Background: an optimization exercise with open tools, aiming at small area. Do not read the settings as production practice.
In this exercise RTL edits were held to simulation tests only and were not proved equivalent to the original.
Power figures rest on the tool's default switching activity, not on a simulated workload. The clock port is modelled as an ideal driver; clocking choices that lean on that would not hold on a real chip.

Setup of lagoon:
## dec_stage_pipe
module dec_stage_pipe #(
    parameter int DATA_W  = 32,
    parameter int NREGS   = 32,
    parameter bit R0_ZERO = 1'b1,
    localparam int AW     = (NREGS > 1) ? $clog2(NREGS) : 1
) (
    input  logic                   clk_i,
    input  logic                   rst_ni,
    input  logic [31:0]            instr,
    input  logic                   in_valid,
    output logic                   in_ready,
    input  logic                   rf_b_sel,
    input  logic                   rf_wr_en,
    input  logic [AW-1:0]          rf_wr_addr,
    input  logic                   rf_wr_data_sel,
    input  logic [DATA_W-1:0]      alu_out,
    input  logic [DATA_W-1:0]      mem_out,
    output logic                   out_valid,
    input  logic                   out_ready,
    output logic [DATA_W-1:0]      rf_a,
    output logic [DATA_W-1:0]      rf_b,
    output logic [DATA_W-1:0]      immed,
    output logic [AW-1:0]          rd_q,
    output logic [5:0]             opcode_q
);
clock: 5.0 ns
lec_check: 0
cap_margin: 20
core_margin: 2
core_utilization: 40
setup_slack_margin: 0.15
slew_margin: 20
synth_hierarchical: 1
run.sh (not shown) runs the stock make flow with config.mk's settings and CLKGATE_MAP_FILE= SYNTH_SCRIPT=/design/flow/synth_recipe.tcl, a recipe that flattens the netlist after the stock synthesis.
Here is what was changed in the inputs of raven compared with lagoon.
==> flow/flow/run.sh (new file) <==
#!/bin/bash
# Layout flow: the standard ORFS flow (standard.sh, unchanged synthesis)
# with two layout changes:
#  - the port buffers that global placement inserts are
#    sky130_fd_sc_hd__buf_1 cells rather than the default delay buffer;
#  - clock tree synthesis runs without dummy loads (same arguments as the
#    standard cts.tcl otherwise).
# The make output goes to flow_make.log; ORFS writes each step's own log
# under orfs/logs/.
set -euo pipefail
bash standard.sh \
  "BUFFER_PORTS_ARGS=-buffer_cell sky130_fd_sc_hd__buf_1" \
  "CTS_ARGS=-sink_clustering_enable -repair_clock_nets -dont_use_dummy_load" \
  finish > flow_make.log 2>&1
==> flow/standard.sh (new file) <==
#!/bin/bash
# synth_recipe.tcl (not shown) runs the flow's synth.tcl, then flattens the netlist and writes it again
# the make line also repeats each setting of config.mk as NAME=value (left out here)
make -C /OpenROAD-flow-scripts/flow DESIGN_CONFIG=/design/flow/config.mk WORK_HOME=/design/flow/orfs CLKGATE_MAP_FILE= SYNTH_SCRIPT=/design/flow/synth_recipe.tcl "${@:-finish}"
removed: flow/run.sh
[summary]
On raven: peak per-stage delay on the critical path is 0.29 ns higher than what lagoon gave.
Max switching share of power across raven and lagoon: lagoon
Looking at last element of the critical path, the rf_a[1] result is from lagoon; the rf_b[23] one comes from raven.
Compared with lagoon, raven shows fraction of area in clock buffers and inverters lower by 1.3 points.
lagoon -> raven: number of hold buffers added after cts delta 0, exact match
Diff lagoon -> raven: clock-buffer cell count shows a reduction of about 30%, flip-flop and latch count shows no meaningful change, global-route usage shows a reduction of 1.9 points, register share of the cell area up 3.5 points.
Looking at critical path startpoint, the rs_q[3]$_DFFE_PN_ result is from lagoon; the src_b_q[3]$_DFFE_PN_ one comes from raven.
Row area added between synthesis and finish: raven lower / lagoon higher
NOTE via-per-instance ratio lagoon->raven increased slightly


== job 101 ==
Starting RTL as in the previous note.
==> flow/config.mk <==
export PLATFORM = sky130hd
export DESIGN_NAME = dec_stage_pipe
export DESIGN_NICKNAME = dec_stage_pipe
export VERILOG_FILES = /design/flow/design.v
export SDC_FILE = /design/flow/constraint.sdc
export NUM_CORES = 4
export LEC_CHECK = 0
export CAP_MARGIN = 20
export CORE_MARGIN = 2
export CORE_UTILIZATION = 40
export SETUP_SLACK_MARGIN = 0.15
export SLEW_MARGIN = 20
export SYNTH_HIERARCHICAL = 1
==> flow/constraint.sdc <==
create_clock -name core_clock -period 5.0 [get_ports {clk_i}]
set_input_delay 1.0000 -clock core_clock [delete_from_list [all_inputs] [get_ports {clk_i}]]
set_output_delay 1.0000 -clock core_clock [all_outputs]
set_load 0.01 [all_outputs]
standard.sh (not shown) runs the stock make flow with config.mk's settings and CLKGATE_MAP_FILE= SYNTH_SCRIPT=/design/flow/synth_recipe.tcl, a recipe that flattens the netlist after the stock synthesis.
==> flow/flow/run.sh <==
#!/bin/bash
# Layout flow: the standard ORFS flow (standard.sh, unchanged synthesis)
# with two layout changes:
#  - the port buffers that global placement inserts are
#    sky130_fd_sc_hd__buf_1 cells rather than the default delay buffer;
#  - clock tree synthesis runs without dummy loads and with larger sink
#    clusters (up to 30 sinks, 100 um across), so fewer leaf buffers
#    (same arguments as the standard cts.tcl otherwise).
# The make output goes to flow_make.log; ORFS writes each step's own log
# under orfs/logs/.
set -euo pipefail
bash standard.sh \
  "BUFFER_PORTS_ARGS=-buffer_cell sky130_fd_sc_hd__buf_1" \
  "CTS_ARGS=-sink_clustering_enable -repair_clock_nets -dont_use_dummy_load -sink_clustering_size 30 -sink_clustering_max_diameter 100" \
  finish > flow_make.log 2>&1
Job 101 | status: complete | timing, DRC, antenna: pass
Input changes introduced in job 102 (baseline for comparison: job 101):
Settings: CAP_MARGIN changed from 20 to 10; SLEW_MARGIN changed from 20 to 10.
==> flow/flow/run.sh <==
#!/bin/bash
# Layout flow: the standard ORFS flow (standard.sh, unchanged synthesis)
# with two layout changes:
#  - the port buffers that global placement inserts are
#    sky130_fd_sc_hd__buf_1 cells rather than the default delay buffer;
#  - clock tree synthesis runs without dummy loads and with larger sink
#    clusters (up to 25 sinks, 80 um across), so fewer leaf buffers
#    (same arguments as the standard cts.tcl otherwise).
# The make output goes to flow_make.log; ORFS writes each step's own log
# under orfs/logs/.
set -euo pipefail
bash standard.sh \
  "BUFFER_PORTS_ARGS=-buffer_cell sky130_fd_sc_hd__buf_1" \
  "CTS_ARGS=-sink_clustering_enable -repair_clock_nets -dont_use_dummy_load -sink_clustering_size 25 -sink_clustering_max_diameter 80" \
  finish > flow_make.log 2>&1
Results
| clock slew seen by the registers of the worst setup and hold paths | higher: job 101 |. Of job 102 and job 101, it is job 102 that has the lower smallest setup slack after layout. The run showing the greater area growth from synthesis to layout is job 102.

## separate check: timing with driven ports
No port has a modelled driver above. Below, the same layouts with a new extraction and two added sets of constraints. Step 1 sets driving cells, clkbuf_16 on the clock port and buf_2 on the other inputs (assumed; they add their load-dependent delay and slew). Step 2 also shifts input and output timing later by t, the mid clock arrival at the registers, as if the neighbouring blocks saw the same clock. a / b / c = no drivers / after step 1 / after step 2; a / b = the first two.
| run | shift t [ns] | slack for setup (ns) | worst hold slack (ns) |
|---|---|---|---|
| lagoon | 0.787 | 0.056 / -0.016 / 0.771 | 0.476 / 0.476 / 0.476 |
| raven | 0.753 | 0.177 / 0.101 / 0.854 | 0.455 / 0.400 / 0.471 |
| job 101 | 0.725 | 0.187 / 0.109 / 0.833 | 0.435 / 0.378 / 0.484 |
| job 102 | 0.746 | 0.099 / 0.023 / 0.769 | 0.421 / 0.366 / 0.476 |
After both steps every run listed still meets setup and hold.
